This design comes from an exercise in tuning for small area and a short achievable clock period on the open sky130 flow, not from production work.
Only simulation tests tie the RTL to the original design; equivalence was not proved.
Power and IR drop assume default switching activity.

==> flow/design.v (excerpt) <==
module qpi_rd_stream #(
  parameter int TAGS   = 8,
  parameter int ADDR_W = 20
) (
  input  logic              clk,
  input  logic              reset,
  input  logic              io_start,
  input  logic [ADDR_W-1:0] io_base_addr,
  input  logic [ADDR_W-1:0] io_num_lines,
  input  logic              io_qpi_rd_req_almostfull,
  output logic [ADDR_W-1:0] io_qpi_rd_req_addr,
  output logic [13:0]       io_qpi_rd_req_mdata,
  output logic              io_qpi_rd_req_valid,
  input  logic [13:0]       io_qpi_rd_rsp_mdata,
  input  logic [511:0]      io_qpi_rd_rsp_data,
  input  logic              io_qpi_rd_rsp_valid,
  output logic              io_out_valid,
  output logic [511:0]      io_out_data,
  input  logic              io_out_ready,
  output logic              io_busy,
  output logic              io_done
);
Size: ~8000 cells after synthesis, about 4300 flip-flops, ~1100 I/O pins.
clock: 5.5 ns
lec_check: 0
cap_margin: 20
core_margin: 2
core_utilization: 48
cts_cluster_diameter: 100
cts_cluster_size: 24
place_density: 0.6
setup_slack_margin: 2.8
slew_margin: 20
standard.sh (not shown) runs the stock make flow with config.mk's settings and CLKGATE_MAP_FILE= SYNTH_SCRIPT=/design/flow/synth_recipe.tcl, a recipe that flattens the netlist after the stock synthesis.
==> flow/flow/run.sh <==
#!/bin/bash
# Layout: the standard flow (standard.sh: the standard synthesis, floorplan, power grid,
# placement, CTS and routing), with ports buffered by plain buffers instead of the delay cells
# buffer_ports picks by default, and the resizer free to change a cell's footprint. The whole
# make output goes to standard_flow.log; ORFS keeps each step's log under orfs/logs/.
set -euo pipefail
bash standard.sh \
  MATCH_CELL_FOOTPRINT=0 \
  "BUFFER_PORTS_ARGS=-buffer_cell sky130_fd_sc_hd__buf_2" \
  finish > standard_flow.log 2>&1
==> next run, changes <==
CORE_UTILIZATION = 40   (was 48)
CTS_CLUSTER_SIZE = 30   (was 24)
PLACE_DENSITY = not set   (was 0.6)
SETUP_SLACK_MARGIN = 2.4   (was 2.8)
Sequential share of layout area rises by 0.43 points.
Power goes down by 1.6%.
Clock power shrinks by about 5%.
Clock-buffer cell count falls by 38.
Die area grows by 20%.
Combinational power is lower by about 3%.
Via count goes down by about 0.5%.
Hold slack is about the same.
==> next run, changes <==
CORE_UTILIZATION = 60   (was 40)
CTS_CLUSTER_DIAMETER = 80   (was 100)
CTS_CLUSTER_SIZE = 20   (was 30)
PLACE_DENSITY = 0.69   (was not set)
SETUP_SLACK_MARGIN = 2.8   (was 2.4)
- setup slack gets better by 0.37 ns
- critical path depth goes down by 7
- worst hold slack gets worse by 0.11 ns
- combinational power stays flat
- routed wire length came out lower by 4.1%
- register-to-register slack improves by 0.35 ns
- global-route usage rises by 9.3 points
- via count came out higher by 1.6%
==> next run, changes <==
CORE_UTILIZATION = 40   (was 60)
CTS_CLUSTER_DIAMETER = 100   (was 80)
CTS_CLUSTER_SIZE = 30   (was 20)
PLACE_DENSITY = not set   (was 0.69)
Outcome: The new run produced a clean layout. Clock-buffer cell count decreases by 81. Worst hold slack degrades by 0.10 ns. Non-clock buffer count increases by 61. Cell area increases slightly. Total power decreases by a few percent.
==> next run, changes <==
CORE_UTILIZATION = 55   (was 40)
CTS_CLUSTER_DIAMETER = 80   (was 100)
CTS_CLUSTER_SIZE = 20   (was 30)
PLACE_DENSITY = 0.65   (was not set)
Result: The changed run completed without violations. Worst setup slack is better by 0.17 ns. Wire length went down by 5.1%. Non-clock buffer count went down by 67. Design area went down by 0.39%. Fmax went up by 5.9%. Worst hold slack is better by 0.21 ns. Total power went up by 2.2%. Via count hardly moves. Global-route usage went up by 7.0 points.
==> next run, changes <==
CORE_UTILIZATION = 40   (was 55)
CTS_CLUSTER_DIAMETER = 100   (was 80)
CTS_CLUSTER_SIZE = 30   (was 20)
PLACE_DENSITY = not set   (was 0.65)
SETUP_SLACK_MARGIN = 3.1   (was 2.8)
Result: Sequential share of layout area is lower by 7.2 points. Cell count is higher by 16%. Clock-buffer cell count is lower by 73. Die area is higher by 37%. Worst setup slack degrades by 0.18 ns. Synthesized area does not change. Utilization is lower by 12 points. Design area is higher by 11%. Synthesized cell count does not change. Fmax is lower by 6.0%.

========
The RTL this note starts from:
==> flow/design.v <==
module qpi_rd_stream #(
  parameter int TAGS   = 8,
  parameter int ADDR_W = 20
) (
  input  logic              clk,
  input  logic              reset,
  input  logic              io_start,
  input  logic [ADDR_W-1:0] io_base_addr,
  input  logic [ADDR_W-1:0] io_num_lines,
  input  logic              io_qpi_rd_req_almostfull,
  output logic [ADDR_W-1:0] io_qpi_rd_req_addr,
  output logic [13:0]       io_qpi_rd_req_mdata,
  output logic              io_qpi_rd_req_valid,
  input  logic [13:0]       io_qpi_rd_rsp_mdata,
  input  logic [511:0]      io_qpi_rd_rsp_data,
  input  logic              io_qpi_rd_rsp_valid,
  output logic              io_out_valid,
  output logic [511:0]      io_out_data,
  input  logic              io_out_ready,
  output logic              io_busy,
  output logic              io_done
);
  localparam int TAG_W  = $clog2(TAGS);
  localparam int LINE_W = 512;
  localparam int HCOPY  = 8;                
  localparam int HPART  = LINE_W / HCOPY;   
  logic                busy_q;      
  logic                done_q;      
  logic [ADDR_W-1:0]   addr_q;      
  logic [ADDR_W-1:0]   rem_q;       
  logic                left_q;      
  logic [TAG_W-1:0]    tail_q;      
  logic [TAGS-1:0]     head_q;      
  logic [TAGS-1:0]     await_q;
  logic [TAGS-1:0]     full_q;
  logic                can_q;       
  logic                valid_q;     
  logic [LINE_W-1:0]   slot_data [TAGS];
  logic [TAGS-1:0]     hsel_q [HCOPY];   
  logic                busy_n;
  logic                done_n;
  logic                left_n;
  logic [TAG_W-1:0]    tail_n;
  logic [TAGS-1:0]     head_n;
  logic [TAGS-1:0]     await_n;
  logic [TAGS-1:0]     full_n;
  logic [TAGS-1:0]     tail_oh;
  logic [TAGS-1:0]     tag_oh;
  logic [TAGS-1:0]     acc;
  logic                want_issue;
  logic                issue;
  logic                pop;
  logic                last_pop;
  logic                start;
  logic                unused_mdata;
  assign tail_oh    = TAGS'(1) << tail_q;
  assign tag_oh     = TAGS'(1) << io_qpi_rd_rsp_mdata[TAG_W-1:0];
  assign want_issue = busy_q & ~done_q & left_q;
  assign issue      = can_q & ~io_qpi_rd_req_almostfull;
  assign start      = ~busy_q & io_start;
  assign io_qpi_rd_req_valid = issue;
  assign io_qpi_rd_req_addr  = addr_q;
  assign io_qpi_rd_req_mdata = {{(14-TAG_W){1'b0}}, tail_q};
  assign acc          = {TAGS{io_qpi_rd_rsp_valid}} & tag_oh & await_q;
  assign unused_mdata = ^io_qpi_rd_rsp_mdata[13:TAG_W];
  assign io_out_valid = valid_q;
  assign pop          = valid_q & io_out_ready;
  assign last_pop     = pop & ~left_q &
                        ~|((await_q | full_q) & {head_q[TAGS-2:0], head_q[TAGS-1]});
  assign io_busy = busy_q;
  assign io_done = done_q;
  always_comb begin
    io_out_data = '0;
    for (int c = 0; c < HCOPY; c++)
      for (int i = 0; i < TAGS; i++)
        io_out_data[c*HPART +: HPART] = io_out_data[c*HPART +: HPART] |
                                        ({HPART{hsel_q[c][i]}} & slot_data[i][c*HPART +: HPART]);
  end
  for (genvar c = 0; c < HCOPY; c++) begin : g_hsel
    always_ff @(posedge clk or negedge reset) begin
      if (!reset)      hsel_q[c] <= TAGS'(1);
      else if (start)  hsel_q[c] <= TAGS'(1);
      else if (pop)    hsel_q[c] <= {hsel_q[c][TAGS-2:0], hsel_q[c][TAGS-1]};
    end
  end
  always_comb begin
    busy_n  = busy_q;
    done_n  = done_q;
    left_n  = left_q;
    tail_n  = tail_q;
    head_n  = head_q;
    if (start) begin
      busy_n = 1'b1;
      done_n = (io_num_lines == '0);
      left_n = (io_num_lines != '0);
      tail_n = '0;
      head_n = TAGS'(1);
    end else begin
      if (done_q) begin
        busy_n = 1'b0;
        done_n = 1'b0;
      end else if (last_pop) begin
        done_n = 1'b1;
      end
      if (issue) begin
        left_n = (rem_q != ADDR_W'(1));
        tail_n = tail_q + 1'b1;
      end
      if (pop) head_n = {head_q[TAGS-2:0], head_q[TAGS-1]};
    end
    await_n = (await_q & ~acc) | (issue ? tail_oh : '0);
    full_n  = (full_q & ~(pop ? head_q : '0)) | acc;
  end
  always_ff @(posedge clk or negedge reset) begin
    if (!reset) begin
      busy_q  <= 1'b0;
      done_q  <= 1'b0;
      addr_q  <= '0;
      rem_q   <= '0;
      left_q  <= 1'b0;
      tail_q  <= '0;
      head_q  <= TAGS'(1);
      await_q <= '0;
      full_q  <= '0;
      can_q   <= 1'b0;
      valid_q <= 1'b0;
    end else begin
      busy_q  <= busy_n;
      done_q  <= done_n;
      left_q  <= left_n;
      tail_q  <= tail_n;
      head_q  <= head_n;
      await_q <= await_n;
      full_q  <= full_n;
      can_q   <= busy_n & ~done_n & left_n & ~|((await_n | full_n) & (TAGS'(1) << tail_n));
      valid_q <= |(full_n & head_n);
      if (start) begin
        addr_q <= io_base_addr;
        rem_q  <= io_num_lines;
      end else if (issue) begin
        addr_q <= addr_q + 1'b1;
        rem_q  <= rem_q - 1'b1;
      end
    end
  end
  for (genvar g = 0; g < TAGS; g++) begin : g_slot
    always_ff @(posedge clk) begin
      if (acc[g]) slot_data[g] <= io_qpi_rd_rsp_data;
    end
  end
endmodule
clock: 5.5 ns
lec_check: 0
cap_margin: 20
core_margin: 2
core_utilization: 40
setup_slack_margin: 2.0
slew_margin: 20
==> flow/flow/run.sh <==
#!/bin/bash
# Layout: the standard flow (standard.sh: the standard synthesis, floorplan, power grid,
# placement, CTS and routing), with ports buffered by plain buffers instead of the delay cells
# buffer_ports picks by default, and the resizer free to change a cell's footprint.
set -euo pipefail
bash standard.sh \
  MATCH_CELL_FOOTPRINT=0 \
  "BUFFER_PORTS_ARGS=-buffer_cell sky130_fd_sc_hd__buf_2" \
  finish > standard_flow.log 2>&1
The starting point ran to the end with no violations.
Then changed:
CORE_UTILIZATION = 60   (was 40)
PLACE_DENSITY = 0.68   (was default)
Clock power is higher slightly; power rises slightly; cell count shrinks by roughly a tenth; utilization goes up by 24 points.

[port drivers added, routing unchanged]
The flow's constraints put no driver on any port. The routed layouts listed below were extracted and timed again, unchanged, in two steps. Step 1 (the two cells are an assumption about what drives the block):
set clk [get_ports {clk}]
set_driving_cell -lib_cell sky130_fd_sc_hd__clkbuf_16 $clk
set_driving_cell -lib_cell sky130_fd_sc_hd__buf_2 [delete_from_list [all_inputs] $clk]
Step 2 moves the port delays by t, midway between the first and last clock arrival at a register: inputs arrive t later, outputs are due t later. That takes back most of the time a late clock gives input paths. a / b / c = ideal / step 1 / step 2; a / b = the first two.
run	t (ns)	setup slack, ns	worst setup path after step 2	clock arrival spread, ns
the first run of note 1	1.008	2.629 / 2.529 / 1.609	input to register	0.077 / 0.078
the second run of note 1	1.019	2.371 / 2.345 / 1.326	input to register	0.100 / 0.100
the third run of note 1	1.005	2.743 / 2.643 / 1.656	input to register	0.076 / 0.076
the fourth run of note 1	0.996	2.516 / 2.413 / 1.572	input to register	0.096 / 0.097
the fifth run of note 1	1.012	2.682 / 2.580 / 1.676	input to register	0.073 / 0.073
the sixth run of note 1	1.015	2.501 / 2.388 / 1.522	input to register	0.101 / 0.102
the first run of note 2	1.066	1.774 / 1.662 / 1.714	input to register	0.092 / 0.092
the second run of note 2	1.071	1.814 / 1.718 / 1.825	input to register	0.107 / 0.108
After both steps setup and hold are still met in every run listed. For the third run of note 1, which loses most, drivers alone change the setup slack by -0.100 ns; drivers and shift together by -1.087 ns.
